Background: an optimization exercise with open tools, aiming at small area and a short achievable clock period. Do not read the settings as production practice. The RTL was checked by simulation tests, not by an equivalence proof against the original design. No activity file was given, so power comes from the tool's default toggle rates.

`design.v`:
```
module fft_r2sdf_stage #(
  parameter int unsigned N_LOG2 = 8,
  parameter int unsigned STAGE  = 0,
  parameter int unsigned DW     = 16
) (
  input  logic          clk,
  input  logic          rst_n,
  input  logic          din_valid,
  input  logic          din_sop,
  input  logic [DW-1:0] din_re,
  input  logic [DW-1:0] din_im,
  output logic          dout_valid,
  output logic          dout_sop,
  output logic [DW-1:0] dout_re,
  output logic [DW-1:0] dout_im,
  output logic [15:0]   dout_theta
);
  localparam int unsigned D   = 2 ** (N_LOG2 - 1 - STAGE);
  localparam int unsigned CW  = N_LOG2 - STAGE;
  localparam int unsigned DW1 = DW + 1;
  logic [CW-1:0]         cnt;
  logic                  primed;
  logic                  bfly, rot0;
  logic [15:0]           th_cnt;
  logic signed [DW-1:0]  a_re, a_im, neg_re, pre_re, pre_im, fil_re, fil_im;
  logic signed [DW-1:0]  sum_re, sum_im, dif_re, dif_im;
  logic signed [DW-1:0]  o_re, o_im, push_re, push_im;
  logic signed [DW-1:0]  dl_re [D];
  logic signed [DW-1:0]  dl_im [D];
  function automatic logic [DW-1:0] add_half(input logic [DW-1:0] x, input logic [DW-1:0] y,
                                             input logic ci);
    logic [DW-1:0] p, g, gg, pp, gn, pn, c;
    p  = x ^ y;
    g  = x & y;
    gg = g;
    pp = p;
    gg[0] = g[0] | (p[0] & ci);
    for (int d = 1; d < DW; d = d * 2) begin
      gn = gg;
      pn = pp;
      for (int i = d; i < DW; i++) begin
        gn[i] = gg[i] | (pp[i] & gg[i-d]);
        pn[i] = pp[i] & pp[i-d];
      end
      gg = gn;
      pp = pn;
    end
    c = {gg[DW-2:0], ci};
    add_half = {p[DW-1] ^ gg[DW-1], p[DW-1:1] ^ c[DW-1:1]};
  endfunction
  always_comb begin
    a_re   = dl_re[D-1];
    a_im   = dl_im[D-1];
    rot0   = ~cnt[CW-1] && (cnt[CW-2:0] > (CW-1)'(D/2));
    pre_re = rot0 ? a_im : a_re;
    for (int i = 0; i < DW; i++)
      neg_re[i] = a_re[i] ^ (|(a_re & DW'((1 << i) - 1)));
    pre_im = rot0 ? neg_re : a_im;
    th_cnt = '0;
    for (int i = 0; i < D; i++)
      if (cnt[CW-2:0] == (CW-1)'(i))
        th_cnt = 16'(-360 * ((i > D/2) ? i - D/2 : i));
    if (cnt[CW-1]) th_cnt = '0;
  end
  always_comb begin
    bfly     = cnt[CW-1] & ~din_sop;
    sum_re   = add_half(a_re, din_re, 1'b0);
    sum_im   = add_half(a_im, din_im, 1'b0);
    dif_re   = add_half(a_re, ~din_re, 1'b1);
    dif_im   = add_half(a_im, ~din_im, 1'b1);
    fil_re   = din_sop ? a_re : pre_re;
    fil_im   = din_sop ? a_im : pre_im;
    o_re     = bfly ? sum_re : fil_re;
    o_im     = bfly ? sum_im : fil_im;
    push_re  = bfly ? dif_re : din_re;
    push_im  = bfly ? dif_im : din_im;
  end
  always_ff @(posedge clk) begin
    if (din_valid) begin
      dl_re[0] <= push_re;
      dl_im[0] <= push_im;
      for (int unsigned i = 1; i < D; i++) begin
        dl_re[i] <= dl_re[i-1];
        dl_im[i] <= dl_im[i-1];
      end
    end
  end
  always_ff @(posedge clk) begin
    dout_re          <= o_re;
    dout_im          <= o_im;
    dout_theta[15:3] <= din_sop ? 13'd0 : th_cnt[15:3];
  end
  assign dout_theta[2:0] = 3'd0;   
  always_ff @(posedge clk or negedge rst_n) begin
    if (!rst_n) begin
      cnt        <= '0;
      primed     <= 1'b0;
      dout_valid <= 1'b0;
      dout_sop   <= 1'b0;
    end else begin
      dout_valid <= din_valid & (bfly | primed);
      dout_sop   <= din_valid & ~din_sop & (cnt == CW'(D));
      if (din_valid) begin
        cnt <= din_sop ? CW'(1) : cnt + CW'(1);
        if (bfly) primed <= 1'b1;
      end
    end
  end
endmodule
```
`flow/run.sh`:
```
#!/bin/bash
# Standard ORFS layout without the full-adder cell mapping, with the port buffers made from plain buffers instead of the
# delay-cell buffers buffer_ports picks by default.
set -euo pipefail
export BUFFER_PORTS_ARGS="-buffer_cell sky130_fd_sc_hd__buf_4"
bash standard.sh ADDER_MAP_FILE= finish > standard.log 2>&1
```
`standard.sh`:
```
#!/bin/bash
# synth_recipe.tcl (not shown) runs the flow's synth.tcl, then flattens the netlist and writes it again
# the make line also repeats each setting of config.mk as NAME=value (left out here)
make -C /OpenROAD-flow-scripts/flow DESIGN_CONFIG=/design/flow/config.mk WORK_HOME=/design/flow/orfs CLKGATE_MAP_FILE= SYNTH_SCRIPT=/design/flow/synth_recipe.tcl "${@:-finish}"
```
`config.mk`:
```
export PLATFORM = sky130hd
export DESIGN_NAME = fft_r2sdf_stage
export DESIGN_NICKNAME = fft_r2sdf_stage
export VERILOG_FILES = /design/flow/design.v
export SDC_FILE = /design/flow/constraint.sdc
export NUM_CORES = 4
export LEC_CHECK = 0
export ABC_CLOCK_PERIOD_IN_PS = 2000
export CAP_MARGIN = 20
export CORE_MARGIN = 2
export CORE_UTILIZATION = 65
export CTS_CLUSTER_DIAMETER = 80
export CTS_CLUSTER_SIZE = 30
export SETUP_SLACK_MARGIN = 3.0
export SLEW_MARGIN = 20
```
`constraint.sdc`:
```
create_clock -name core_clock -period 5.5 [get_ports {clk}]
set_input_delay 1.1000 -clock core_clock [delete_from_list [all_inputs] [get_ports {clk}]]
set_output_delay 1.1000 -clock core_clock [all_outputs]
set_load 0.01 [all_outputs]
```
==> results.py, run 1 <==
metrics = {
    "outcome": {
        "status": "no timing/DRC/antenna violations",
    },
    "power_and_ir_drop": {
        "power_frac_seq": 0.694,
        "power-per-cell-area_mw_per_mm2": 376.5,
        "pwr-share-clk": 0.265,
        "ir_drop_uv": 371.7,
        "p_comb_frac": 0.041,
        "swShare": 0.1966,
        "p_sw_mw": 10.59,
        "p_leak_nw": 47.31,
        "internal-power_mw": 43.25,
    },
    "timing": {
        "rsz0062_at_grt": "yes",
        "tightest_slew_ns": 1.001,
        "slew_headroom": 0.3324,
        "holdWs_ns": 0.09387,
        "clock.fmax_mhz": 320.1,
        "finalSetupViolCount": 0,
        "period_minus_slack_ns": 3.124,
        "tns_ns": 0,
        "maxSlewViolCount": 0,
        "fin_crit_sh": 0.5679,
        "hold_violations": 0,
        "finClkSkew_ns": 0.03374,
    },
    "detailed_routing": {
        "drt_iter0_markers": 5137,
        "route.met2.wl_um": 81130,
        "dr_wl_met3_um": 6930,
        "drcViolationCount": 0,
        "routed_wirelength_um": 185500,
        "antenna_left": 0,
        "via_count": 47182,
        "dr.pass1.iters": 5,
        "highest_layer": "met4",
        "met1_length_um": 90410,
        "viasPerCell": 5.625,
        "wl_per_cell_um": 22.11,
    },
    "min_path": {
        "min_path_type": "input port to asynchronous set/reset pin",
    },
    "synthesis": {
        "synth.avg_cell_area_um2": 24.78,
        "ys_types": 86,
        "async_reset_ff_frac": 0.002649,
        "yosysSeqAreaShare": 0.9512,
        "synth_edf_count": 4096,
        "synth_area_mm2": 0.1305,
        "ys_warn_count": 4,
        "netlist_instances": 5269,
        "synth_ff_type": "edfxtp_1",
        "ys_ff_latch": 4152,
    },
    "layout": {
        "final_common_cell": "edfxtp_1",
        "nNetsFinal": 5705,
        "area_growth_pct": 9.525,
        "mostFrequentLayoutCells": "edfxtp_1, buf_4, clkbuf_16",
        "drive_gt1_frac": 0.1388,
    },
    "clock_network": {
        "numCtsBuffers": 163,
        "cts_buffer_depth": 3,
        "insertion_delay_ns": 0.85,
        "clk_pin_slew_worst_paths_ns": 0.11,
        "cts_sinks": 4152,
        "cts_root_buf": "clkbuf_16",
        "cts_tree": "built",
        "htree_levels": 4,
    },
    "die": {
        "die-height_um": 452.2,
        "core_mm2": 0.1997,
        "start_util": 0.6539,
        "ios": 86,
        "rows": 164,
        "dieWidth_um": 452.2,
        "die-area_mm2": 0.2044,
    },
    "critical_path": {
        "start_kind": "flip-flop",
        "startpoint": "dl_im[127][1]",
        "crit_type": "flip-flop to flip-flop",
        "cp_data_arrival_time_ns": 3.89,
        "reg2reg_to": "dout_im[14]",
        "cp.required_ns": 6.27,
        "rr_worst_depth": 11,
        "crit_fanout": 5,
        "r2r_slack_ns": 2.38,
        "crit_path_end_kind": "flip-flop",
        "r2r-start": "dl_im[127][1]",
        "crit_end": "dout_im[14]",
    },
    "grt": {
        "grt_max_degree": 177,
        "grt_first_pass_wirelength_um": 276300,
        "track_usage": 0.1802,
        "grt_pass1_vias": 44357,
        "overflow": 0,
        "antenna_found_initial": 17,
    },
    "placed_design": {
        "io_buffers": 82,
        "hpwlAfterDp_um": 95620,
        "gp_congestion": 0.8296,
    },
    "job": {
        "cap_viol_max_count": 0,
    },
}
[flip-flops by register name (all words and copies together) (netlist names)]
register    flops
dout_sop        1
dout_valid      1
primed          1
cnt             8
dl_re        2048
dout_theta     13
dout_re        16
dout_im        16
dl_im        2048
[worst min-delay path by stage]
stage	start	to	slack, ns
6_report	rst_n	cnt[5]	0.09
5_1_grt	rst_n	cnt[2]	0.05
4_1_cts	rst_n	cnt[1]	0.02
3_5_place_dp	dl_im[103][3]	dl_im[104][3]	0.40
3_3_place_gp	dl_re[52][4]	dl_re[53][4]	0.40
2_1_floorplan	dl_im[99][0]	dl_im[100][0]	0.40
[synthesized netlist by cell type, types with 11 or more instances]
master    count  area, um2
a21oi_1      97      485.5
nor2_1      132      495.5
a31oi_1      18      112.6
o21ai_0     123      615.6
nand2_1     151      566.8
nand2b_1     31      193.9
nor2b_1      23      143.9
maj3_1       11      110.1
buf_1        18      67.56
nor3_1       40      200.2
xnor2_1      35      306.5
dfrtp_1      11      275.3
mux2i_1      11      110.1
nand3_1      23      115.1
dfxtp_1      45      900.9
xor2_1       30      262.8
clkbuf_1     75      281.5
a22oi_1      15      112.6
o22ai_1      24      150.1
inv_1        20      75.07
edfxtp_1   4096     123000
a211oi_1     19      142.6
o31ai_1      14      105.1
[layer usage]
metal	global-route usage	vias up
li1	-	21661
met1	0.2985	24421
met2	0.2493	810
met3	0.02420	290
met4	0.07123	0
met5	0	-
[per-stage QoR]
stage | setup WS, ns | utilization | power [mW] | std cells | area, um2
after floorplan | 1.934 | - | 38.42 | 5271 | 130800
after global placement | 1.177 | 0.6783 | 39.79 | 8008 | 135400
after detailed placement | 1.152 | 0.6783 | 39.81 | 8008 | 135400
after CTS | 2.338 | 0.7094 | 54.30 | 8309 | 141600
after global routing | 2.263 | 0.7161 | 55.77 | 8387 | 143000
final | 2.376 | 0.7161 | 53.83 | 8388 | 143000
[kinds of logic after synthesis]
family,after synthesis,share of synthesized area
XOR/XNOR,65,0.004361
multiplexers,15,0.001188
other,1,0.00002873
adder cells (fa/ha/maj),17,0.001418
flip-flops,4152,0.9512
AO/OA/AOI/OAI,444,0.02225
buffers and inverters,132,0.004150
AND/OR/NAND/NOR,443,0.01543
[worst max-delay path: stages, from the launching register on]
cell      delay, ns
edfxtp_1       0.50
a21oi_1        0.22
o31a_1         0.23
maj3_4         0.30
a211oi_4       0.11
o31ai_4        0.25
a31oi_4        0.13
maj3_2         0.34
maj3_4         0.36
maj3_4         0.35
xnor2_2        0.13
a21oi_1        0.13
[cell type report]
| type | count | area [um2] |
|---|---|---|
| diodes | 10 | 25.02 |
| repair buffers | 341 | 3425 |
| well taps | 2656 | 3323 |
| multi-input cells | 987 | 7193 |
| clock buffers | 196 | 4288 |
| flip-flops and latches | 4152 | 124200 |
| fillers | 11403 | 56670 |
| clock inverters | 22 | 361.6 |
| inverters | 24 | 118.9 |
[power by group through the flow]
stage	Sequential [mW]	Clock, mW	Combinational (mW)
2_1_floorplan	37.8	0	0.662
3_3_place_gp	38.1	0	1.73
3_5_place_dp	38.1	0	1.75
4_1_cts	37.4	14.9	1.98
5_1_grt	37.6	15.9	2.35
6_report	37.4	14.3	2.19
[repair_timing]
item / CTS / global route
endpoints found under the setup margin: 95 / 67
pin swaps: 56 / 74
hold buffers: 0 / 0
cloned: 2 / 4
endpoints found under the hold margin: 0 / 0
setup buffers: 81 / 65
gates resized for setup: 227 / 175
==> run 2: changes to the inputs <==
--- a/config.mk
+++ b/config.mk
@@ -5,7 +5,7 @@
 export SDC_FILE = /design/flow/constraint.sdc
 export NUM_CORES = 4
 export LEC_CHECK = 0
-export ABC_CLOCK_PERIOD_IN_PS = 2000
+export ABC_CLOCK_PERIOD_IN_PS = 800
 export CAP_MARGIN = 20
 export CORE_MARGIN = 2
 export CORE_UTILIZATION = 65
==> results.py, run 2 <==
metrics = {
    "detailed_routing": {
        "drcViolationCount": 0,
        "via_count": 47182,
        "routed_wirelength_um": 185500,
        "drt_iter0_markers": 5137,
        "dr.pass1.iters": 5,
        "wl_per_cell_um": 22.11,
        "viasPerCell": 5.625,
        "antenna_left": 0,
    },
    "grt": {
        "grt_max_degree": 177,
        "overflow": 0,
        "track_usage": 0.1802,
        "grt_first_pass_wirelength_um": 276300,
        "antenna_found_initial": 17,
        "grt_pass1_vias": 44357,
    },
    "layout": {
        "final_common_cell": "edfxtp_1",
        "area_growth_pct": 9.525,
        "mostFrequentLayoutCells": "edfxtp_1, buf_4, clkbuf_16",
        "utilization": 0.7161,
        "largestRegisters": "dl_im (2048), dl_re (2048)",
        "nNetsFinal": 5705,
        "drive_gt1_frac": 0.1388,
    },
    "synthesis": {
        "ys_warn_count": 4,
        "yosysMostFrequentCell": "edfxtp_1",
        "async_reset_ff_frac": 0.002649,
        "yosysSeqAreaShare": 0.9512,
        "ys_ff_latch": 4152,
        "synth_commonest_cells": "edfxtp_1, nand2_1, nor2_1",
        "synth.top_cell.area_share": 0.9422,
        "yosysTopAreaCell": "edfxtp_1",
        "netlist_instances": 5269,
        "ys_types": 86,
        "synth_edf_count": 4096,
        "synth_area_leaders": "edfxtp_1, dfxtp_1, o21ai_0",
        "synth_area_mm2": 0.1305,
        "synth_ff_type": "edfxtp_1",
        "synth.avg_cell_area_um2": 24.78,
    },
    "power_and_ir_drop": {
        "swShare": 0.1966,
        "internal-power_mw": 43.25,
        "pwr-share-clk": 0.265,
        "p_comb_frac": 0.041,
        "ir_drop_uv": 371.7,
        "power_frac_seq": 0.694,
        "p_leak_nw": 47.31,
        "p_sw_mw": 10.59,
        "power-per-cell-area_mw_per_mm2": 376.5,
    },
    "timing": {
        "rsz0062_at_grt": "yes",
        "fin_crit_sh": 0.5679,
        "finalSetupViolCount": 0,
        "holdWs_ns": 0.09387,
        "finClkSkew_ns": 0.03374,
        "clock.fmax_mhz": 320.1,
        "period_minus_slack_ns": 3.124,
        "tightest_slew_ns": 1.001,
        "slew_headroom": 0.3324,
        "maxSlewViolCount": 0,
        "tns_ns": 0,
        "hold_violations": 0,
    },
    "critical_path": {
        "start_kind": "flip-flop",
        "crit_type": "flip-flop to flip-flop",
        "crit_fanout": 5,
        "cp.required_ns": 6.27,
        "crit_path_end_kind": "flip-flop",
        "cp_data_arrival_time_ns": 3.89,
    },
    "clock_network": {
        "insertion_delay_ns": 0.85,
        "clk_pin_slew_worst_paths_ns": 0.11,
        "cts_buffer_depth": 3,
        "cts_root_buf": "clkbuf_16",
        "numCtsBuffers": 163,
        "cts_tree": "built",
        "htree_levels": 4,
        "cts_sinks": 4152,
    },
    "placed_design": {
        "gp_congestion": 0.8296,
        "io_buffers": 82,
        "hpwlAfterDp_um": 95620,
    },
    "die": {
        "rows": 164,
        "dieWidth_um": 452.2,
        "die-area_mm2": 0.2044,
        "die-height_um": 452.2,
        "ios": 86,
        "start_util": 0.6539,
        "core_mm2": 0.1997,
    },
    "outcome": {
        "status": "no timing/DRC/antenna violations",
    },
    "min_path": {
        "min_path_type": "input port to asynchronous set/reset pin",
    },
    "job": {
        "cap_viol_max_count": 0,
    },
}
-- run 2: cell counts after synthesis --
Identical to the previous run, type by type.
-- run 2: metal layers --
| metal | part of all wire | up-vias | track usage |
|---|---|---|---|
| met5 | 0 | - | 0 |
| met2 | 0.44 | 810 | 0.2493 |
| li1 | - | 21661 | - |
| met3 | 0.037 | 290 | 0.02420 |
| met1 | 0.49 | 24421 | 0.2985 |
| met4 | 0.038 | 0 | 0.07123 |
-- run 2: cell families (layout without fill, tap and decap cells) --
kind of cell,after synthesis,count (layout),synth area share
mux,15,15,0.001188
flops,4152,4152,0.9512
fa+ha+maj,17,17,0.001418
buf+inv,132,583,0.004150
simple gates,443,443,0.01543
other cells,1,13,0.00002873
compound gates,444,444,0.02225
xor+xnor,65,65,0.004361
-- run 2: power groups by stage --
stage	Clock [mW]	Combinational, mW	Sequential (mW)
final	14.3	2.19	37.4
after detailed placement	0	1.75	38.1
after CTS	14.9	1.98	37.4
after floorplan	0	0.662	37.8
after global placement	0	1.73	38.1
after global routing	15.9	2.35	37.6
-- run 2: timing repair --
item | CTS | global route
pin swaps | 56 | 74
endpoints found under the setup margin | 95 | 67
gates resized for setup | 227 | 175
buffers inserted | 81 | 65
cloned | 2 | 4
hold buffers | 0 | 0
-- run 2: area by class of cell --
cell class	instances	area, um2
Antenna cell	10	25.02
Clock buffer	196	4288
Clock inverter	22	361.6
Fill cell	11403	56670
Inverter	24	118.9
Multi-Input combinational cell	987	7193
Sequential cell	4152	124200
Tap cell	2656	3323
Timing Repair Buffer	341	3425
-- run 2: final timing paths --
kind | from | to | slack [ns] | cells after the start
max | dl_im[127][1] | dout_im[14] | 2.38 | 11
min | rst_n | cnt[5] | 0.09 | 1
max reg2reg | dl_im[127][1] | dout_im[14] | 2.38 | 11
min reg2reg | dl_re[31][3] | dl_re[32][3] | 0.40 | 0
max in group asynchronous | rst_n | cnt[0] | 5.22 | 1
min in group core_clock | dl_re[31][3] | dl_re[32][3] | 0.40 | 0
-- run 2: critical path, stage by stage (launching register included) --
cell and delay, ns:
edfxtp_1 0.50, a21oi_1 0.22, o31a_1 0.23, maj3_4 0.30, a211oi_4 0.11, o31ai_4 0.25
a31oi_4 0.13, maj3_2 0.34, maj3_4 0.36, maj3_4 0.35, xnor2_2 0.13, a21oi_1 0.13
-- run 2: per-stage QoR --
| stage | cells | power (mW) | worst slack [ns] | cell area [um2] |
|---|---|---|---|---|
| finish | 8388 | 53.83 | 2.376 | 143000 |
| global route | 8387 | 55.77 | 2.263 | 143000 |
| CTS | 8309 | 54.30 | 2.338 | 141600 |
| detailed placement | 8008 | 39.81 | 1.152 | 135400 |
| global placement | 8008 | 39.79 | 1.177 | 135400 |
| floorplan | 5271 | 38.42 | 1.934 | 130800 |
==> run 3: changes to the inputs <==
==> flow/run.sh (replaced) <==
#!/bin/bash
# Standard ORFS layout with three changes:
#  - synthesis maps adders as plain logic (no full-adder cells) and runs a delay-oriented
#    ABC script (flow/synth.tcl, flow/abc_speed.script); registers are the standard ones;
#  - the port buffers are plain buffers instead of the delay cells buffer_ports picks.
set -euo pipefail
here=$(pwd)
export FLOW_ABC_SCRIPT=$here/flow/abc_speed.script
export BUFFER_PORTS_ARGS="-buffer_cell sky130_fd_sc_hd__buf_4"
bash standard.sh SYNTH_SCRIPT=$here/flow/synth.tcl ADDER_MAP_FILE= finish > standard.log 2>&1
==> flow/abc_speed.script (new file) <==
&get -n
&st
&syn2
&if -g -K 6
&synch2
&if -g -K 6
&synch2
&nf {D}
&put
buffer -c
upsize {D}
dnsize {D}
==> flow/synth.tcl (new file) <==
# synth_recipe.tcl (the standard synthesis) with one change: ABC's logic mapping runs the
# delay-oriented script flow/abc_speed.script instead of ORFS's. Registers are untouched.
proc synth {args} { yosys synth -nofsm -noshare {*}$args }
proc abc {args} {
  set i [lsearch -exact $args -script]
  if {$i >= 0} { set args [lreplace $args [expr {$i + 1}] [expr {$i + 1}] $::env(FLOW_ABC_SCRIPT)] }
  yosys abc {*}$args
}
source $::env(SCRIPTS_DIR)/synth.tcl
# left out here: clear keep_hierarchy, flatten, clean up, hide names made inside functions, write 1_2_yosys.v
==> config.mk (replaced) <==
export PLATFORM = sky130hd
export DESIGN_NAME = fft_r2sdf_stage
export DESIGN_NICKNAME = fft_r2sdf_stage
export VERILOG_FILES = /design/flow/design.v
export SDC_FILE = /design/flow/constraint.sdc
export NUM_CORES = 4
export LEC_CHECK = 0
export ABC_CLOCK_PERIOD_IN_PS = 1000
export CAP_MARGIN = 20
export CORE_MARGIN = 2
export CORE_UTILIZATION = 65
export CTS_CLUSTER_DIAMETER = 60
export CTS_CLUSTER_SIZE = 20
export SETUP_SLACK_MARGIN = 3.3
export SLEW_MARGIN = 20
==> results.py, run 3 <==
metrics = {
    "outcome": {
        "status": "no timing/DRC/antenna violations",
    },
    "grt": {
        "track_usage": 0.1907,
        "grt_max_degree": 171,
        "overflow": 0,
        "antenna_found_initial": 18,
        "grt_pass1_vias": 45991,
        "grt_first_pass_wirelength_um": 288900,
    },
    "die": {
        "dieWidth_um": 451.9,
        "core_mm2": 0.1995,
        "ios": 86,
        "start_util": 0.6537,
        "rows": 164,
        "die-area_mm2": 0.2042,
        "die-height_um": 451.9,
    },
    "timing": {
        "finalSetupViolCount": 0,
        "finClkSkew_ns": 0.04887,
        "hold_violations": 0,
        "tns_ns": 0,
        "slew_headroom": 0.3904,
        "fin_crit_sh": 0.4754,
        "maxSlewViolCount": 0,
        "rsz0062_at_grt": "yes",
        "tightest_slew_ns": 0.9144,
        "worst_slack_ns": 2.885,
        "clock.fmax_mhz": 382.4,
        "period_minus_slack_ns": 2.615,
    },
    "power_and_ir_drop": {
        "ir_drop_uv": 336.9,
        "power-per-cell-area_mw_per_mm2": 394.0,
        "finalPower_mw": 57.02,
        "p_leak_nw": 48.09,
    },
    "clock_network": {
        "cts_buffer_depth": 3,
        "cts_sinks": 4152,
        "clk_pin_slew_worst_paths_ns": 0.08,
        "htree_levels": 4,
        "numCtsBuffers": 238,
        "hold_buffers": 0,
        "insertion_delay_ns": 0.88,
        "cts_root_buf": "clkbuf_16",
        "cts_tree": "built",
    },
    "detailed_routing": {
        "viasPerCell": 5.625,
        "routed_wirelength_um": 194900,
        "wl_per_cell_um": 23.17,
        "drcViolationCount": 0,
        "via_count": 47325,
        "dr.pass1.iters": 6,
        "drt_iter0_markers": 5061,
        "antenna_left": 0,
    },
    "synthesis": {
        "ys_ff_latch": 4152,
        "yosysMostFrequentCell": "edfxtp_1",
        "synth_edf_count": 4096,
        "synth_commonest_cells": "edfxtp_1, nand2_1, nor2_1",
        "synthAdderAreaFrac": 0.001929,
        "async_reset_ff_frac": 0.002649,
        "synthSimpleGateAreaFrac": 0.01493,
        "netlist_instances": 5211,
        "ys_types": 90,
        "synth.avg_cell_area_um2": 25.02,
        "synth.top_cell.area_share": 0.9434,
        "synth_ff_type": "edfxtp_1",
        "synth_top_family_by_area": "compound AO/OA/AOI/OAI gates",
        "ys_warn_count": 4,
        "yosysSeqAreaShare": 0.9524,
        "synth_area_mm2": 0.1304,
        "synth_xor_area_frac": 0.006833,
        "synth.area.mux_share": 0.0003839,
        "synth_compound_area_frac": 0.01920,
        "yosysTopAreaCell": "edfxtp_1",
        "synth_area_leaders": "edfxtp_1, dfxtp_1, xnor2_1",
    },
    "layout": {
        "final_common_cell": "edfxtp_1",
        "nNetsFinal": 5702,
        "area_growth_pct": 10.99,
        "utilization": 0.7255,
        "largestRegisters": "dl_im (2048), dl_re (2048)",
        "mostFrequentLayoutCells": "edfxtp_1, clkbuf_16, buf_4",
        "fin_area_mm2": 0.1447,
        "fillers": 11097,
        "drive_gt1_frac": 0.1457,
    },
    "critical_path": {
        "cp.required_ns": 6.10,
        "start_kind": "flip-flop",
        "crit_path_end_kind": "flip-flop",
        "cp_data_arrival_time_ns": 3.21,
        "crit_type": "flip-flop to flip-flop",
        "crit_fanout": 3,
    },
    "job": {
        "cap_viol_max_count": 0,
    },
    "placed_design": {
        "pre_cts_ws_ns": 2.037,
        "gp_congestion": 0.8431,
        "io_buffers": 82,
        "placed_area_mm2": 0.1355,
        "hpwlAfterDp_um": 101300,
    },
    "min_path": {
        "min_path_type": "input port to asynchronous set/reset pin",
    },
}
run 3: cell types whose count changed in the layout (fill, tap and decap cells not counted), moves of 13 or more:
cell       change
clkbuf_1      +13
dfxtp_4       +16
nand2_2       -13
xnor2_4       +13
xnor2_1       +15
a31oi_1       +21
dfxtp_1       -21
buf_4         -38
clkbuf_16     +76
run 3: area by class of cell:
cell class                 instances  area (um2)  share of cell area
timing repair buffer             317        3348             0.02314
clock inverter                    38       491.7            0.003398
inverter                          30       117.6           0.0008128
antenna                            8       20.02           0.0001383
multi-input combinational        927        6820             0.04713
tap                             2656        3323             0.02297
sequential                      4152      124300              0.8591
clock buffer                     286        6264             0.04329
run 3: stage by stage:
step                std cells  hold slack (ns)
floorplan                5213           0.4003
global placement         7942           0.4000
detailed placement       7942           0.4045
CTS                      8374          0.02472
global route             8409          0.03605
finish                   8414          0.09627
run 3: cells by family (layout without fill, tap and decap cells):
| group | after synthesis | after routing |
|---|---|---|
| xor gates and xnor gates | 100 | 100 |
| other | 1 | 11 |
| buffers and inverters | 135 | 671 |
| and+or+nand+nor | 411 | 412 |
| muxes | 5 | 5 |
| adders and majority gates | 24 | 24 |
| DFF | 4152 | 4152 |
| AOI/OAI and AO/OA | 383 | 383 |
run 3: worst max-delay path: stages (launching register included):
cell and delay, ns:
edfxtp_1 0.51, buf_6 0.15, and2b_2 0.22, maj3_2 0.33
o311a_4 0.35, buf_12 0.14, o31a_1 0.29, o21ai_1 0.17
or4_1 0.13, nand3_1 0.06
run 3: worst paths after layout:
check                                    from             to  slack (ns)  cells after the start
worst max-delay path            dl_re[127][0]   dl_re[0][12]        2.89                      9
worst min-delay path                    rst_n       dout_sop         0.1                      1
worst max register to register  dl_re[127][0]   dl_re[0][12]        2.89                      9
worst min register to register  dl_re[35][12]  dl_re[36][12]        0.39                      0
max in group asynchronous               rst_n         cnt[2]        5.18                      1
min in group core_clock         dl_re[35][12]  dl_re[36][12]        0.39                      0
run 3: timing repair:
| action | in CTS | in global routing |
|---|---|---|
| hold endpoints to repair | 0 | 0 |
| resized for setup | 223 | 83 |
| pin swaps | 34 | 37 |
| buffers inserted | 105 | 30 |
| setup endpoints to repair | 121 | 327 |
| gates cloned | 3 | 2 |
run 3: where the power goes:
part / switching, mW / internal, mW
registers: 0.664 / 36.8
clock network: 9.29 / 8.14
logic: 1.42 / 0.718
run 3: routing by layer:
metal / routed length [um] / share of wire / up-vias / global-route usage
met5: 70 / 0.00036 / - / 0
met4: 6575 / 0.034 / 10 / 0.06762
met3: 7578 / 0.039 / 341 / 0.02911
met2: 87310 / 0.45 / 906 / 0.2729
met1: 93370 / 0.48 / 24523 / 0.3079
li1: - / - / 21545 / -
==> run 4: changes to the inputs <==
--- a/config.mk
+++ b/config.mk
@@ -8,8 +8,8 @@
 export ABC_CLOCK_PERIOD_IN_PS = 1000
 export CAP_MARGIN = 20
 export CORE_MARGIN = 2
-export CORE_UTILIZATION = 65
-export CTS_CLUSTER_DIAMETER = 60
-export CTS_CLUSTER_SIZE = 20
+export CORE_UTILIZATION = 75
+export CTS_CLUSTER_DIAMETER = 80
+export CTS_CLUSTER_SIZE = 30
 export SETUP_SLACK_MARGIN = 3.3
 export SLEW_MARGIN = 20
==> results.py, run 4 <==
metrics = {
    "placed_design": {
        "dpl.cell_count": 7625,
        "gp_congestion": 0.8302,
        "hpwlAfterDp_um": 124100,
        "io_buffers": 82,
    },
    "outcome": {
        "status": "aborted with a tool error",
        "failing_step": "4_1_cts",
        "error_line": "[ERROR DPL-0033] detailed placement checks failed during check placement.",
    },
    "die": {
        "dieWidth_um": 420.9,
        "rows": 153,
        "die-height_um": 420.9,
        "ios": 86,
        "start_util": 0.7526,
    },
    "synthesis": {
        "synth.avg_cell_area_um2": 25.02,
        "synth_area_mm2": 0.1304,
        "yosysTopAreaCell": "edfxtp_1",
        "synth_edf_count": 4096,
        "synth_ff_type": "edfxtp_1",
        "netlist_instances": 5211,
        "ys_ff_latch": 4152,
        "yosysSeqAreaShare": 0.9524,
        "synth_commonest_cells": "edfxtp_1, nand2_1, nor2_1",
        "synth_area_leaders": "edfxtp_1, dfxtp_1, xnor2_1",
        "synth.top_cell.area_share": 0.9434,
        "ys_types": 90,
        "yosysMostFrequentCell": "edfxtp_1",
        "ys_warn_count": 4,
        "async_reset_ff_frac": 0.002649,
    },
    "clock_network": {
        "hold_buffers": 0,
        "cts_buffer_depth": 3,
        "cts_root_buf": "clkbuf_16",
        "htree_levels": 4,
        "numCtsBuffers": 160,
        "cts-resized-gates": 291,
        "cts_setup_buffers": 145,
        "cts_sinks": 4152,
    },
}
run 4: cell counts after synthesis:
No cell type changed its count.
run 4: power groups by stage:
stage | Clock [mW] | Sequential, mW | Combinational (mW)
3_5_place_dp | 0 | 38.2 | 1.77
3_3_place_gp | 0 | 38.1 | 1.71
2_1_floorplan | 0 | 37.8 | 0.703
run 4: cells by family after synthesis:
kind of cell / synth area share
and+or+nand+nor: 0.01493
xor gates and xnor gates: 0.006833
buffers and inverters: 0.004280
adders and majority gates: 0.001929
DFF: 0.9524
AOI/OAI and AO/OA: 0.01920
other: 0.00002876
muxes: 0.0003839
run 4: how the worst max path moves through the flow:
stage / start / endpoint / cells past startpoint
detailed placement: cnt[2] / dout_re[9] / 6
global placement: cnt[2] / dout_re[9] / 6
floorplan: din_re[8] / dl_re[0][15] / 8
run 4: metrics by stage:
stage          instance area (um2)  setup WS (ns)  power (mW)    util  hold slack (ns)
2_1_floorplan               131000          2.602       38.46       -           0.4003
3_3_place_gp                135300          2.219       39.82  0.7808           0.4002
3_5_place_dp                135300          2.169       40.00  0.7808           0.4045
==> run 5: changes to the inputs <==
--- a/config.mk
+++ b/config.mk
@@ -8,8 +8,8 @@
 export ABC_CLOCK_PERIOD_IN_PS = 1000
 export CAP_MARGIN = 20
 export CORE_MARGIN = 2
-export CORE_UTILIZATION = 75
+export CORE_UTILIZATION = 65
 export CTS_CLUSTER_DIAMETER = 80
 export CTS_CLUSTER_SIZE = 30
-export SETUP_SLACK_MARGIN = 3.3
+export SETUP_SLACK_MARGIN = 3.2
 export SLEW_MARGIN = 20
==> results.py, run 5 <==
metrics = {
    "outcome": {
        "status": "no timing/DRC/antenna violations",
    },
    "detailed_routing": {
        "routed_wirelength_um": 189100,
        "drcViolationCount": 0,
        "via_count": 46558,
        "viasPerCell": 5.632,
        "wl_per_cell_um": 22.88,
        "antenna_left": 0,
        "dr.pass1.iters": 6,
        "drt_iter0_markers": 5249,
    },
    "power_and_ir_drop": {
        "finalPower_mw": 53.61,
        "p_leak_nw": 46.80,
        "ir_drop_uv": 322.2,
        "power-per-cell-area_mw_per_mm2": 377.3,
    },
    "min_path": {
        "min_path_type": "input port to asynchronous set/reset pin",
    },
    "synthesis": {
        "yosysSeqAreaShare": 0.9524,
        "synth_xor_area_frac": 0.006833,
        "synth.area.mux_share": 0.0003839,
        "yosysMostFrequentCell": "edfxtp_1",
        "synth_area_leaders": "edfxtp_1, dfxtp_1, xnor2_1",
        "netlist_instances": 5211,
        "ys_types": 90,
        "synth_commonest_cells": "edfxtp_1, nand2_1, nor2_1",
        "synth_top_family_by_area": "compound AO/OA/AOI/OAI gates",
        "synth_edf_count": 4096,
        "async_reset_ff_frac": 0.002649,
        "synthSimpleGateAreaFrac": 0.01493,
        "synthAdderAreaFrac": 0.001929,
        "ys_ff_latch": 4152,
        "ys_warn_count": 4,
        "synth_compound_area_frac": 0.01920,
        "synth_area_mm2": 0.1304,
        "synth.avg_cell_area_um2": 25.02,
        "yosysTopAreaCell": "edfxtp_1",
        "synth_ff_type": "edfxtp_1",
        "synth.top_cell.area_share": 0.9434,
    },
    "timing": {
        "finalSetupViolCount": 0,
        "rsz0062_at_grt": "yes",
        "slew_headroom": 0.2500,
        "tns_ns": 0,
        "tightest_slew_ns": 1.125,
        "finClkSkew_ns": 0.03322,
        "hold_violations": 0,
        "fin_crit_sh": 0.4568,
        "clock.fmax_mhz": 398.1,
        "maxSlewViolCount": 0,
        "period_minus_slack_ns": 2.512,
    },
    "grt": {
        "grt_first_pass_wirelength_um": 278600,
        "antenna_found_initial": 17,
        "grt_pass1_vias": 44119,
        "grt_max_degree": 204,
        "overflow": 0,
        "track_usage": 0.1840,
    },
    "die": {
        "core_mm2": 0.1995,
        "dieWidth_um": 451.9,
        "rows": 164,
        "start_util": 0.6537,
        "ios": 86,
        "die-height_um": 451.9,
        "die-area_mm2": 0.2042,
    },
    "placed_design": {
        "io_buffers": 82,
        "gp_congestion": 0.8691,
        "hpwlAfterDp_um": 101000,
    },
    "clock_network": {
        "numCtsBuffers": 163,
        "insertion_delay_ns": 0.81,
        "cts_buffer_depth": 3,
        "clk_pin_slew_worst_paths_ns": 0.10,
        "hold_buffers": 0,
        "cts_tree": "built",
        "cts_root_buf": "clkbuf_16",
        "cts_sinks": 4152,
        "htree_levels": 4,
    },
    "critical_path": {
        "r2r_slack_ns": 2.99,
        "crit_chain": "and2b_2, maj3_2, o311a_4, o31ai_4, a21oi_2, xnor2_1, o21ai_1",
        "crit_path_end_kind": "flip-flop",
        "crit_cells": 7,
        "cp_data_arrival_time_ns": 3.04,
        "crit_type": "flip-flop to flip-flop",
        "rr_worst_depth": 7,
        "critical_path.top_delay_family": "compound AO/OA/AOI/OAI gates",
        "start_kind": "flip-flop",
        "slowest_delay_ns": 0.54,
        "startpoint": "dl_re[127][0]",
        "reg2reg_to": "dl_re[0][14]",
        "crit_end": "dl_re[0][14]",
        "critPathSlowestCell": "edfxtp_1",
        "cp.required_ns": 6.03,
        "crit_fanout": 5,
        "r2r-start": "dl_re[127][0]",
        "worst-path-buf-inv": 0,
    },
    "job": {
        "cap_viol_max_count": 0,
    },
    "layout": {
        "area_growth_pct": 8.994,
        "largestRegisters": "dl_im (2048), dl_re (2048)",
        "fillers": 11341,
        "mostFrequentLayoutCells": "edfxtp_1, clkbuf_16, buf_4",
        "drive_gt1_frac": 0.1237,
        "nNetsFinal": 5585,
        "final_common_cell": "edfxtp_1",
    },
}
-- run 5: cell counts after synthesis --
Identical to the previous run, type by type.
-- run 5: cells by family after synthesis --
kind of cell,Yosys count
XOR/XNOR,100
AND/OR/NAND/NOR,411
flip-flops,4152
multiplexers,5
adder cells (fa/ha/maj),24
AO/OA/AOI/OAI,383
buffers and inverters,135
other,1
-- run 5: final cells by class --
type	instances	area [um2]	share of cell area
sequential	4152	124300	0.8750
clock buffer	196	4224	0.02972
clock inverter	22	339.1	0.002386
inverter	30	117.6	0.0008276
multi-input combinational	928	6807	0.04790
tap	2656	3323	0.02339
antenna	8	20.02	0.0001409
timing repair buffer	274	2937	0.02066
-- run 5: what timing repair did --
item	4_1_cts	5_1_grt
resized for setup	219	87
endpoints found under the setup margin	118	117
gates cloned	2	1
buffers inserted	81	41
pin swaps	30	50
-- run 5: metrics by stage --
| step | utilization | hold slack, ns | instance area, um2 | std cells | setup slack, ns |
|---|---|---|---|---|---|
| 2_1_floorplan | - | 0.4003 | 130900 | 5213 | 2.600 |
| 3_3_place_gp | 0.6775 | 0.4005 | 135100 | 7915 | 2.104 |
| 3_5_place_dp | 0.6776 | 0.4045 | 135100 | 7915 | 1.980 |
| 4_1_cts | 0.7082 | 0.04623 | 141300 | 8216 | 2.875 |
| 5_1_grt | 0.7124 | 0.05947 | 142100 | 8261 | 2.901 |
| 6_report | 0.7125 | 0.1284 | 142100 | 8266 | 2.988 |
-- run 5: worst min-delay path by stage --
stage	start	endpoint	slack [ns]
2_1_floorplan	dl_im[99][0]	dl_im[100][0]	0.40
3_3_place_gp	dl_im[33][10]	dl_im[34][10]	0.40
3_5_place_dp	dl_im[101][1]	dl_im[102][1]	0.40
4_1_cts	rst_n	dout_sop	0.05
5_1_grt	rst_n	dout_sop	0.06
6_report	rst_n	dout_sop	0.13
-- run 5: metal layers --
layer | vias to the layer above | routed length (um) | track usage
li1 | 21238 | - | -
met1 | 24175 | 91100 | 0.2996
met2 | 856 | 84530 | 0.2646
met3 | 277 | 8039 | 0.02977
met4 | 12 | 5399 | 0.05383
met5 | - | 75 | 0
-- run 5: power breakdown --
| group | leakage [nW] | switching [mW] | internal, mW |
|---|---|---|---|
| Clock | 2.21 | 8.52 | 5.61 |
| Combinational | 3.98 | 1.41 | 0.638 |
| Sequential | 40.6 | 0.657 | 36.8 |
| Total | 46.8 | 10.6 | 43.0 |
==> run 6: changes to the inputs <==
--- a/flow/run.sh
+++ b/flow/run.sh
@@ -6,5 +6,6 @@
 set -euo pipefail
 here=$(pwd)
 export FLOW_ABC_SCRIPT=$here/flow/abc_speed.script
+export FLOW_ABC_DONT_USE=$here/flow/abc_dont_use.txt
 export BUFFER_PORTS_ARGS="-buffer_cell sky130_fd_sc_hd__buf_4"
 bash standard.sh SYNTH_SCRIPT=$here/flow/synth.tcl ADDER_MAP_FILE= finish > standard.log 2>&1
==> flow/abc_dont_use.txt (new file) <==
sky130_fd_sc_hd__maj3_* sky130_fd_sc_hd__or4* sky130_fd_sc_hd__nor4* sky130_fd_sc_hd__and4* sky130_fd_sc_hd__nand4* sky130_fd_sc_hd__*2111* sky130_fd_sc_hd__*311*
==> flow/synth.tcl (replaced) <==
# synth_recipe.tcl (the standard synthesis) with one change: ABC's logic mapping runs the
# delay-oriented script flow/abc_speed.script instead of ORFS's, and does not map to the
# slow complex cells listed in flow/abc_dont_use.txt. Registers are untouched.
proc synth {args} { yosys synth -nofsm -noshare {*}$args }
proc abc {args} {
  set i [lsearch -exact $args -script]
  if {$i >= 0} { set args [lreplace $args [expr {$i + 1}] [expr {$i + 1}] $::env(FLOW_ABC_SCRIPT)] }
  set f [open $::env(FLOW_ABC_DONT_USE)]
  foreach c [read $f] { lappend args -dont_use $c }
  close $f
  yosys abc {*}$args
}
source $::env(SCRIPTS_DIR)/synth.tcl
# left out here: clear keep_hierarchy, flatten, clean up, hide names made inside functions, write 1_2_yosys.v
==> results.py, run 6 <==
metrics = {
    "outcome": {
        "status": "no timing/DRC/antenna violations",
    },
    "detailed_routing": {
        "drt_iter0_markers": 4742,
        "dr.pass1.iters": 5,
        "routed_wirelength_um": 185100,
        "viasPerCell": 5.607,
        "wl_per_cell_um": 22.28,
        "antenna_left": 0,
        "via_count": 46565,
        "drcViolationCount": 0,
    },
    "grt": {
        "grt_max_degree": 195,
        "grt_pass1_vias": 44353,
        "overflow": 0,
        "track_usage": 0.1808,
        "antenna_found_initial": 32,
        "grt_first_pass_wirelength_um": 275300,
    },
    "synthesis": {
        "netlist_instances": 5245,
        "synth_ff_type": "edfxtp_1",
        "synth_commonest_cells": "edfxtp_1, nor2_1, nand2_1",
        "synth_edf_count": 4096,
        "yosysMostFrequentCell": "edfxtp_1",
        "yosysSeqAreaShare": 0.9525,
        "async_reset_ff_frac": 0.002649,
        "synth.avg_cell_area_um2": 24.86,
        "ys_ff_latch": 4152,
        "yosysTopAreaCell": "edfxtp_1",
        "synth_area_leaders": "edfxtp_1, dfxtp_1, xnor2_1",
        "ys_warn_count": 4,
        "synth_area_mm2": 0.1304,
        "synth.top_cell.area_share": 0.9435,
        "ys_types": 75,
    },
    "critical_path": {
        "crit_cells": 1,
        "rr_worst_depth": 8,
        "cp.required_ns": 4.40,
        "worst-path-buf-inv": 1,
        "crit_chain": "buf_6",
        "cp_data_arrival_time_ns": 1.43,
        "crit_type": "flip-flop to primary output",
        "start_kind": "flip-flop",
        "critPathSlowestCell": "dfrtp_2",
        "crit_fanout": 1,
        "slowest_delay_ns": 0.48,
        "critical_path.top_delay_family": "flip-flops",
        "crit_path_end_kind": "primary output",
    },
    "timing": {
        "rsz0062_at_grt": "yes",
        "tns_ns": 0,
        "hold_violations": 0,
        "period_minus_slack_ns": 2.533,
        "fin_crit_sh": 0.4605,
        "tightest_slew_ns": 0.9832,
        "finalSetupViolCount": 0,
        "finClkSkew_ns": 0.03168,
        "maxSlewViolCount": 0,
        "slew_headroom": 0.3445,
        "clock.fmax_mhz": 394.9,
    },
    "layout": {
        "largestRegisters": "dl_im (2048), dl_re (2048)",
        "nNetsFinal": 5621,
        "area_growth_pct": 8.940,
        "final_common_cell": "edfxtp_1",
        "mostFrequentLayoutCells": "edfxtp_1, buf_4, clkbuf_16",
        "drive_gt1_frac": 0.1186,
        "fillers": 11386,
    },
    "clock_network": {
        "insertion_delay_ns": 0.85,
        "clk_pin_slew_worst_paths_ns": 0.11,
        "cts_root_buf": "clkbuf_16",
        "hold_buffers": 0,
        "htree_levels": 4,
        "cts_sinks": 4152,
        "cts_tree": "built",
        "numCtsBuffers": 165,
        "cts_buffer_depth": 3,
    },
    "power_and_ir_drop": {
        "finalPower_mw": 53.86,
        "ir_drop_uv": 363.4,
        "power-per-cell-area_mw_per_mm2": 379.2,
        "p_leak_nw": 46.78,
    },
    "die": {
        "die-height_um": 451.8,
        "die-area_mm2": 0.2042,
        "rows": 164,
        "core_mm2": 0.1995,
        "dieWidth_um": 451.8,
        "ios": 86,
        "start_util": 0.6536,
    },
    "placed_design": {
        "gp_congestion": 0.8391,
        "hpwlAfterDp_um": 100800,
        "io_buffers": 82,
    },
    "min_path": {
        "min_path_type": "input port to asynchronous set/reset pin",
    },
    "job": {
        "cap_viol_max_count": 0,
    },
}
==> run 6: cell types whose count changed after synthesis, sizes merged, moves of 8 or more <==
cell | previous run | this run
nor2 | 115 | 151
maj3 | 24 | 0
inv | 29 | 9
a31oi | 39 | 50
nand2 | 125 | 136
nor4 | 11 | 0
o21ai | 103 | 92
a221oi | 4 | 14
nor2b | 28 | 38
nor3 | 21 | 31
nand3 | 33 | 42
o22ai | 13 | 22
nand4 | 8 | 0
or3 | 3 | 11
==> run 6: metrics by stage <==
stage	hold slack [ns]	cells	util	instance area (um2)	setup slack [ns]
after floorplan	0.4003	5247	-	131000	2.727
after global placement	0.4002	7965	0.6788	135400	1.805
after detailed placement	0.4045	7965	0.6788	135400	1.932
after CTS	0.06287	8274	0.7097	141600	2.876
after global routing	0.05669	8301	0.7120	142000	2.901
final	0.1196	8305	0.7121	142000	2.967
==> run 6: path summary, 6_finish.rpt <==
path / from / endpoint / slack, ns
max reg2reg: cnt[1] / dout_theta[9] / 3.07
max in group asynchronous: rst_n / cnt[6] / 5.14
min reg2reg: dl_im[62][3] / dl_im[63][3] / 0.40
max: dout_valid / dout_valid / 2.97
min in group core_clock: dl_im[62][3] / dl_im[63][3] / 0.40
min: rst_n / dout_sop / 0.12
==> run 6: cell families after synthesis <==
kind of cell | count (synthesis) | share of synthesized area
DFF | 4152 | 0.9525
xor gates and xnor gates | 98 | 0.006699
muxes | 13 | 0.001017
AOI/OAI and AO/OA | 397 | 0.01954
buffers and inverters | 111 | 0.003484
other | 1 | 0.00002876
and+or+nand+nor | 473 | 0.01674
==> run 6: layout make-up <==
type                            count  area, um2  area share
Sequential cell                  4152     124300      0.8753
Timing Repair Buffer              269       2775     0.01954
Clock buffer                      198       4359     0.03069
Antenna cell                        7      17.52   0.0001233
Clock inverter                     26      461.7    0.003251
Tap cell                         2656       3323     0.02340
Multi-Input combinational cell    987       6730     0.04739
Inverter                           10      46.29   0.0003260
==> run 6: routing by layer <==
| metal | up-vias | track usage | routed length (um) |
|---|---|---|---|
| met1 | 24106 | 0.2880 | 87800 |
| li1 | 21359 | - | - |
| met2 | 792 | 0.2655 | 84500 |
| met3 | 298 | 0.02608 | 6813 |
| met5 | - | 0 | 62 |
| met4 | 10 | 0.06004 | 5877 |
==> run 6: timing repair <==
item	CTS	global route
pin swaps	13	19
setup endpoints to repair	113	84
buffers inserted	82	24
resized for setup	187	59
cloned	3	0
==> run 6: report_power, final <==
part / internal (mW) / switching, mW
Clock: 5.82 / 8.64
Combinational: 0.604 / 1.38
Sequential: 36.8 / 0.640
Total: 43.2 / 10.7
==> run 7: changes to the inputs <==
==> flow/run.sh (replaced) <==
#!/bin/bash
# Standard ORFS layout with three changes:
#  - synthesis maps adders as plain logic (no full-adder cells) and runs a delay-oriented
#    ABC script (flow/synth.tcl, flow/abc_speed.script); registers are the standard ones;
#  - the port buffers are plain buffers instead of the delay cells buffer_ports picks.
#  - all pins are placed on the middle of the left edge, so the datapath sits next to them.
set -euo pipefail
here=$(pwd)
export FLOW_ABC_SCRIPT=$here/flow/abc_speed.script
export FLOW_ABC_DONT_USE=$here/flow/abc_dont_use.txt
export BUFFER_PORTS_ARGS="-buffer_cell sky130_fd_sc_hd__buf_4"
export PLACE_PINS_ARGS="-exclude top:* -exclude bottom:* -exclude right:* -exclude left:0-170 -exclude left:280-452"
bash standard.sh SYNTH_SCRIPT=$here/flow/synth.tcl ADDER_MAP_FILE= finish > standard.log 2>&1
==> results.py, run 7 <==
metrics = {
    "synthesis": {
        "netlist_instances": 5245,
        "yosysMostFrequentCell": "edfxtp_1",
        "ys_warn_count": 4,
        "async_reset_ff_frac": 0.002649,
        "synth_edf_count": 4096,
        "ys_types": 75,
        "yosysSeqAreaShare": 0.9525,
        "synth.avg_cell_area_um2": 24.86,
        "synth_commonest_cells": "edfxtp_1, nor2_1, nand2_1",
        "synth_area_mm2": 0.1304,
        "synth_ff_type": "edfxtp_1",
        "yosysTopAreaCell": "edfxtp_1",
        "ys_ff_latch": 4152,
        "synth.top_cell.area_share": 0.9435,
        "synth_area_leaders": "edfxtp_1, dfxtp_1, xnor2_1",
    },
    "die": {
        "rows": 164,
        "start_util": 0.6536,
        "die-height_um": 451.8,
        "dieWidth_um": 451.8,
    },
    "outcome": {
        "status": "aborted with a tool error",
        "error_line": "[ERROR PPL-0024] Number of IO pins (86) exceeds maximum number of available positions (81). Increase the die perimeter from 1807.38um to 116.96um.",
        "failing_step": "3_2_place_iop",
    },
}
## run 7: kinds of logic after synthesis
group | count (synthesis) | share of synthesized area
xor gates and xnor gates | 98 | 0.006699
AOI/OAI and AO/OA | 397 | 0.01954
buffers and inverters | 111 | 0.003484
other | 1 | 0.00002876
DFF | 4152 | 0.9525
and+or+nand+nor | 473 | 0.01674
muxes | 13 | 0.001017
==> run 8: changes to the inputs <==
--- a/design.v
+++ b/design.v
@@ -19,7 +19,7 @@
   localparam int unsigned CW  = N_LOG2 - STAGE;
   localparam int unsigned DW1 = DW + 1;
   logic [CW-1:0]         cnt;
-  logic                  primed;
+  logic                  primed, rot_q;
   logic                  bfly, rot0;
   logic [15:0]           th_cnt;
   logic signed [DW-1:0]  a_re, a_im, neg_re, pre_re, pre_im, fil_re, fil_im;
@@ -51,7 +51,7 @@
   always_comb begin
     a_re   = dl_re[D-1];
     a_im   = dl_im[D-1];
-    rot0   = ~cnt[CW-1] && (cnt[CW-2:0] > (CW-1)'(D/2));
+    rot0   = rot_q;
     pre_re = rot0 ? a_im : a_re;
     for (int i = 0; i < DW; i++)
       neg_re[i] = a_re[i] ^ (|(a_re & DW'((1 << i) - 1)));
@@ -95,6 +95,7 @@
     if (!rst_n) begin
       cnt        <= '0;
       primed     <= 1'b0;
+      rot_q      <= 1'b0;
       dout_valid <= 1'b0;
       dout_sop   <= 1'b0;
     end else begin
@@ -102,6 +103,7 @@
       dout_sop   <= din_valid & ~din_sop & (cnt == CW'(D));
       if (din_valid) begin
         cnt <= din_sop ? CW'(1) : cnt + CW'(1);
+        rot_q <= ~din_sop & ~cnt[CW-1] & (cnt[CW-2:0] >= (CW-1)'(D/2)) & (cnt[CW-2:0] != (CW-1)'(D-1));
         if (bfly) primed <= 1'b1;
       end
     end
==> flow/run.sh (replaced) <==
#!/bin/bash
# Standard ORFS layout with three changes:
#  - synthesis maps adders as plain logic (no full-adder cells) and runs a delay-oriented
#    ABC script (flow/synth.tcl, flow/abc_speed.script); registers are the standard ones;
#  - the port buffers are plain buffers instead of the delay cells buffer_ports picks.
set -euo pipefail
here=$(pwd)
export FLOW_ABC_SCRIPT=$here/flow/abc_speed.script
export FLOW_ABC_DONT_USE=$here/flow/abc_dont_use.txt
export BUFFER_PORTS_ARGS="-buffer_cell sky130_fd_sc_hd__buf_4"
bash standard.sh SYNTH_SCRIPT=$here/flow/synth.tcl ADDER_MAP_FILE= finish > standard.log 2>&1
==> results.py, run 8 <==
metrics = {
    "placed_design": {
        "io_buffers": 82,
        "hpwlAfterDp_um": 94310,
        "pre_cts_ws_ns": 2.316,
        "gp_congestion": 0.8583,
    },
    "layout": {
        "fillers": 11599,
        "multiInputGateArea_mm2": 0.006608,
        "drive_gt1_frac": 0.1137,
        "nNetsFinal": 5609,
        "largestRegisters": "dl_im (2048), dl_re (2048)",
        "final_common_cell": "edfxtp_1",
        "utilization": 0.7099,
        "area_growth_pct": 8.598,
        "mostFrequentLayoutCells": "edfxtp_1, buf_4, clkbuf_16",
        "seq_area_mm2": 0.1243,
    },
    "timing": {
        "slew_headroom": 0.4746,
        "finalSetupViolCount": 0,
        "hold_violations": 0,
        "tightest_slew_ns": 0.7882,
        "finClkSkew_ns": 0.03111,
        "maxSlewViolCount": 0,
        "period_minus_slack_ns": 2.501,
        "clock.fmax_mhz": 399.9,
        "fin_crit_sh": 0.4547,
        "rsz0062_at_grt": "yes",
        "tns_ns": 0,
        "worst_slack_ns": 2.999,
    },
    "synthesis": {
        "yosysSeqAreaShare": 0.9526,
        "yosysMostFrequentCell": "edfxtp_1",
        "synth.avg_cell_area_um2": 24.85,
        "async_reset_ff_frac": 0.002889,
        "ys_ff_latch": 4153,
        "synth_commonest_cells": "edfxtp_1, nand2_1, nor2_1",
        "synth_area_leaders": "edfxtp_1, dfxtp_1, a21oi_1",
        "ys_types": 76,
        "ys_warn_count": 4,
        "synth.top_cell.area_share": 0.9434,
        "netlist_instances": 5246,
        "synth_ff_type": "edfxtp_1",
        "synth_edf_count": 4096,
        "synth_area_mm2": 0.1304,
        "yosysTopAreaCell": "edfxtp_1",
    },
    "grt": {
        "antenna_found_initial": 27,
        "grt_max_degree": 154,
        "grt_first_pass_wirelength_um": 265400,
        "grt_pass1_vias": 43391,
        "track_usage": 0.1724,
        "overflow": 0,
    },
    "detailed_routing": {
        "routed_wirelength_um": 178400,
        "via_count": 46283,
        "antenna_left": 0,
        "viasPerCell": 5.582,
        "wl_per_cell_um": 21.52,
        "drt_iter0_markers": 5094,
        "drcViolationCount": 0,
        "dr.pass1.iters": 6,
    },
    "clock_network": {
        "cts_root_buf": "clkbuf_16",
        "insertion_delay_ns": 0.83,
        "htree_levels": 4,
        "numCtsBuffers": 162,
        "cts_buffer_depth": 3,
        "clk_pin_slew_worst_paths_ns": 0.12,
        "cts_tree": "built",
        "cts_sinks": 4153,
    },
    "power_and_ir_drop": {
        "ir_drop_uv": 319.3,
        "power-per-cell-area_mw_per_mm2": 376.7,
        "finalPower_mw": 53.34,
        "p_leak_nw": 46.64,
    },
    "critical_path": {
        "reg2reg_to": "dl_re[0][10]",
        "critical_path.top_delay_family": "flip-flops",
        "cp_data_arrival_time_ns": 1.40,
        "start_kind": "flip-flop",
        "crit_path_end_kind": "primary output",
        "r2r_slack_ns": 3.15,
        "slowest_delay_ns": 0.44,
        "worst-path-buf-inv": 1,
        "cp.required_ns": 4.40,
        "crit_fanout": 1,
        "crit_type": "flip-flop to primary output",
        "crit_chain": "buf_6",
        "r2r-start": "dl_re[127][1]",
        "rr_worst_depth": 8,
        "critPathSlowestCell": "dfxtp_4",
    },
    "die": {
        "die-area_mm2": 0.2042,
        "ios": 86,
        "dieWidth_um": 451.9,
        "start_util": 0.6537,
        "rows": 164,
        "core_mm2": 0.1995,
        "die-height_um": 451.9,
    },
    "min_path": {
        "min_path_type": "input port to asynchronous set/reset pin",
    },
    "outcome": {
        "status": "no timing/DRC/antenna violations",
    },
    "job": {
        "cap_viol_max_count": 0,
    },
}
[run 8: cell count changes after synthesis, moves of 8 or more]
cell,change
o21ai_0,-11
nor3_1,-8
nor2_1,-16
and3_1,+9
nand3_1,-11
xnor2_1,-9
a21oi_1,+17
nand2_1,+24
[run 8: cells by family (layout without fill, tap and decap cells)]
family	Yosys count	in the layout	share of synthesized area
DFF	4153	4153	0.9526
and+or+nand+nor	483	484	0.01722
AOI/OAI and AO/OA	395	395	0.01922
buffers and inverters	113	491	0.003551
xor gates and xnor gates	87	87	0.006248
muxes	14	14	0.001094
other	1	12	0.00002876
[run 8: power by group]
| part | internal [mW] | switching, mW |
|---|---|---|
| sequential | 36.8 | 0.614 |
| clock | 5.80 | 8.46 |
| combinational | 0.517 | 1.19 |
[run 8: how the worst max path moves through the flow]
stage / end / slack, ns / cells past startpoint / start
floorplan: dl_im[0][14] / 2.81 / 7 / din_im[7]
global placement: dl_im[0][14] / 2.38 / 8 / din_im[1]
detailed placement: cnt[6] / 2.32 / 6 / din_valid
CTS: dout_re[1] / 2.91 / 1 / dout_re[1]
global route: dout_valid / 2.94 / 1 / dout_valid
finish: dout_im[10] / 3.00 / 1 / dout_im[10]
[run 8: cell type report]
type                    instances  area share
flip-flops and latches       4153      0.8781
well taps                    2656     0.02347
repair buffers                266     0.01847
diodes                          9   0.0001591
clock buffers                 198     0.03086
multi-input cells             983     0.04667
clock inverters                20    0.002103
inverters                       7   0.0001856
[run 8: timing repair]
item,CTS,global route
resized for setup,144,73
setup endpoints to repair,100,89
pin swaps,8,21
hold buffers,0,0
cloned,1,1
buffers inserted,69,21
[run 8: metrics by stage]
stage	hold slack [ns]	area, um2	cells
2_1_floorplan	0.4003	131000	5248
3_3_place_gp	0.4001	135400	7973
3_5_place_dp	0.4045	135400	7973
4_1_cts	0.01020	141100	8261
5_1_grt	0.03213	141600	8288
6_report	0.09126	141600	8292
[run 8: routing by layer]
metal	wire, um	global-route usage	vias to the layer above	part of all wire
met1	87970	0.2843	23951	0.49
met3	6207	0.02539	286	0.035
li1	-	-	21298	-
met4	4747	0.05011	4	0.027
met5	30	0	-	0.00017
met2	79440	0.2468	744	0.45
==> run 9: changes to the inputs <==
==> flow/run.sh (replaced) <==
#!/bin/bash
# Standard ORFS layout with three changes:
#  - synthesis maps adders as plain logic (no full-adder cells) and runs a delay-oriented
#    ABC script (flow/synth.tcl, flow/abc_speed.script); registers are the standard ones;
#  - the port buffers are plain buffers instead of the delay cells buffer_ports picks.
#  - all pins are placed on the middle of the left edge, so the datapath sits next to them.
set -euo pipefail
here=$(pwd)
export FLOW_ABC_SCRIPT=$here/flow/abc_speed.script
export FLOW_ABC_DONT_USE=$here/flow/abc_dont_use.txt
export BUFFER_PORTS_ARGS="-buffer_cell sky130_fd_sc_hd__buf_4"
export PLACE_PINS_ARGS="-exclude top:* -exclude bottom:* -exclude right:* -exclude left:0-130 -exclude left:330-452"
bash standard.sh SYNTH_SCRIPT=$here/flow/synth.tcl ADDER_MAP_FILE= finish > standard.log 2>&1
--- a/config.mk
+++ b/config.mk
@@ -9,7 +9,7 @@
 export CAP_MARGIN = 20
 export CORE_MARGIN = 2
 export CORE_UTILIZATION = 65
-export CTS_CLUSTER_DIAMETER = 80
+export CTS_CLUSTER_DIAMETER = 70
 export CTS_CLUSTER_SIZE = 30
 export SETUP_SLACK_MARGIN = 3.2
 export SLEW_MARGIN = 20
==> results.py, run 9 <==
metrics = {
    "synthesis": {
        "ys_warn_count": 4,
        "synth.avg_cell_area_um2": 24.85,
        "async_reset_ff_frac": 0.002889,
        "netlist_instances": 5246,
        "yosysTopAreaCell": "edfxtp_1",
        "yosysMostFrequentCell": "edfxtp_1",
        "synth_commonest_cells": "edfxtp_1, nand2_1, nor2_1",
        "synth_ff_type": "edfxtp_1",
        "ys_types": 76,
        "yosysSeqAreaShare": 0.9526,
        "synth.top_cell.area_share": 0.9434,
        "synth_area_mm2": 0.1304,
        "synth_edf_count": 4096,
        "ys_ff_latch": 4153,
        "synth_area_leaders": "edfxtp_1, dfxtp_1, a21oi_1",
    },
    "min_path": {
        "min_path_type": "input port to asynchronous set/reset pin",
    },
    "layout": {
        "nNetsFinal": 5622,
        "fillers": 11530,
        "final_cells": 8327,
        "utilization": 0.7130,
        "final_common_cell": "edfxtp_1",
        "mostFrequentLayoutCells": "edfxtp_1, clkbuf_16, buf_4",
        "area_growth_pct": 9.083,
        "drive_gt1_frac": 0.1187,
        "fin_area_mm2": 0.1422,
        "largestRegisters": "dl_im (2048), dl_re (2048)",
    },
    "outcome": {
        "status": "no timing/DRC/antenna violations",
    },
    "die": {
        "dieWidth_um": 451.9,
        "rows": 164,
        "core_mm2": 0.1995,
        "die-height_um": 451.9,
        "start_util": 0.6537,
        "ios": 86,
        "die-area_mm2": 0.2042,
    },
    "clock_network": {
        "insertion_delay_ns": 0.83,
        "htree_levels": 4,
        "numCtsBuffers": 172,
        "cts_buffer_depth": 3,
        "cts_root_buf": "clkbuf_16",
        "clk_pin_slew_worst_paths_ns": 0.09,
        "cts_sinks": 4153,
        "cts_tree": "built",
    },
    "critical_path": {
        "crit_fanout": 1,
        "cp.required_ns": 4.40,
        "crit_path_end_kind": "primary output",
        "reg2reg_to": "dout_theta[10]",
        "slowest_delay_ns": 0.39,
        "start_kind": "flip-flop",
        "r2r-start": "cnt[0]",
        "worst-path-buf-inv": 1,
        "cp_data_arrival_time_ns": 1.32,
        "critPathSlowestCell": "dfrtp_1",
        "r2r_slack_ns": 3.18,
        "crit_chain": "buf_6",
        "critical_path.top_delay_family": "flip-flops",
        "rr_worst_depth": 7,
        "crit_type": "flip-flop to primary output",
    },
    "placed_design": {
        "dpl.cell_count": 7988,
        "gp_congestion": 0.8242,
        "placed_area_mm2": 0.1355,
        "hpwlAfterDp_um": 85110,
        "io_buffers": 82,
    },
    "timing": {
        "tightest_slew_ns": 0.9914,
        "slew_headroom": 0.3391,
        "period_minus_slack_ns": 2.421,
        "tns_ns": 0,
        "hold_violations": 0,
        "finalSetupViolCount": 0,
        "maxSlewViolCount": 0,
        "finClkSkew_ns": 0.02578,
        "rsz0062_at_grt": "yes",
        "fin_crit_sh": 0.4402,
        "clock.fmax_mhz": 413.0,
    },
    "detailed_routing": {
        "antenna_left": 0,
        "viasPerCell": 5.566,
        "via_count": 46346,
        "drcViolationCount": 0,
        "routed_wirelength_um": 167600,
        "wl_per_cell_um": 20.13,
        "dr.pass1.iters": 5,
        "drt_iter0_markers": 5176,
    },
    "power_and_ir_drop": {
        "ir_drop_uv": 356.8,
        "p_leak_nw": 47.01,
        "finalPower_mw": 54.27,
        "power-per-cell-area_mw_per_mm2": 381.6,
    },
    "job": {
        "cap_viol_max_count": 0,
    },
    "grt": {
        "met1_usage": 0.2945,
        "grt_pass1_vias": 43487,
        "grt_util_met3": 0.02870,
        "busiest_layer": "met1",
        "met2_usage": 0.2037,
        "grt_max_degree": 176,
        "antenna_found_initial": 17,
        "track_usage": 0.1616,
        "overflow": 0,
        "grt_first_pass_wirelength_um": 254800,
    },
}
run 9: logic make-up after synthesis:
family                    share of synthesized area
other                                    0.00002876
buffers and inverters                      0.003551
and+or+nand+nor                             0.01722
muxes                                      0.001094
xor gates and xnor gates                   0.006248
DFF                                          0.9526
AOI/OAI and AO/OA                           0.01922
run 9: worst reg2reg max path, cell delays in order, from the launching register on:
cell	delay [ns]
dfrtp_4	0.60
and2_1	0.46
nand2_1	0.28
and3_1	0.26
o22ai_1	0.15
a21oi_1	0.06
and3_1	0.22
a31oi_1	0.20
run 9: how the worst max path moves through the flow:
stage | from | end | slack, ns | cells past startpoint
finish | dout_sop | dout_sop | 3.08 | 1
global route | dout_valid | dout_valid | 2.99 | 1
CTS | dout_valid | dout_valid | 2.99 | 1
detailed placement | din_valid | dl_re[71][12] | 2.27 | 3
global placement | din_sop | dl_re[0][15] | 2.34 | 7
floorplan | din_im[7] | dl_im[0][14] | 2.81 | 7
run 9: timing repair:
item,4_1_cts,5_1_grt
cloned,0,1
hold buffers,0,0
pin swaps,6,20
endpoints found under the setup margin,85,480
buffers inserted,52,27
resized for setup,121,55
run 9: through the flow:
stage               setup slack (ns)  hold WS, ns
floorplan                      2.809       0.4003
detailed placement             2.273       0.4045
global route                   2.993      0.05411
global placement               2.341       0.4002
CTS                            2.986      0.02815
finish                         3.079       0.1124
run 9: where the power goes:
part | total (mW) | internal (mW) | switching, mW
combinational | 1.65 | 0.514 | 1.13
clock | 15.3 | 6.49 | 8.78
sequential | 37.4 | 36.8 | 0.590
total | 54.3 | 43.8 | 10.5
run 9: metal layers:
metal / up-vias / share of wire
met3: 254 / 0.043
met5: - / 0.00069
met2: 812 / 0.40
met4: 18 / 0.021
li1: 21346 / -
met1: 23916 / 0.54
run 9: final cells by class:
class	instances	area, um2	area share
flip-flops and latches	4153	124300	0.8739
multi-input cells	982	6490	0.04563
clock buffers	195	4561	0.03207
well taps	2656	3323	0.02337
repair buffers	270	2716	0.01910
clock inverters	61	807.0	0.005675
inverters	7	26.28	0.0001848
diodes	3	7.507	0.00005279

## afterwards: timing with drivers on the ports
Ports are ideal in the flow. The routed layouts listed here were re-timed in OpenROAD.
Step 1, drivers: a clkbuf_16 drives clk and a buf_2 each remaining input, both assumed.
Step 2, shift: input delay + t, output delay - t, t = (earliest + latest rising clock arrival at the registers) / 2. This alone moves slack from input paths to output paths.
Slacks: ideal ports / drivers / drivers and shift; pairs: ideal ports / drivers.
| run | shift t [ns] | setup slack, ns | worst setup path at the end | worst slew at a driven data input, ns | cell pins on the clock port's net |
|---|---|---|---|---|---|
| run 1 | 0.912 | 2.376 / 2.376 / 1.568 | input to register | 0.18 | 1 |
| run 2 | 0.912 | 2.376 / 2.376 / 1.568 | input to register | 0.18 | 1 |
| run 3 | 0.941 | 2.885 / 2.885 / 2.250 | input to register | 0.29 | 1 |
| run 5 | 0.887 | 2.988 / 2.903 / 2.277 | input to register | 0.16 | 1 |
| run 6 | 0.913 | 2.967 / 2.882 / 2.392 | input to register | 0.17 | 1 |
| run 8 | 0.903 | 2.999 / 2.913 / 2.337 | input to register | 0.28 | 1 |
| run 9 | 0.886 | 3.079 / 3.003 / 2.393 | input to register | 0.26 | 1 |
After both steps every run listed still meets setup and hold.
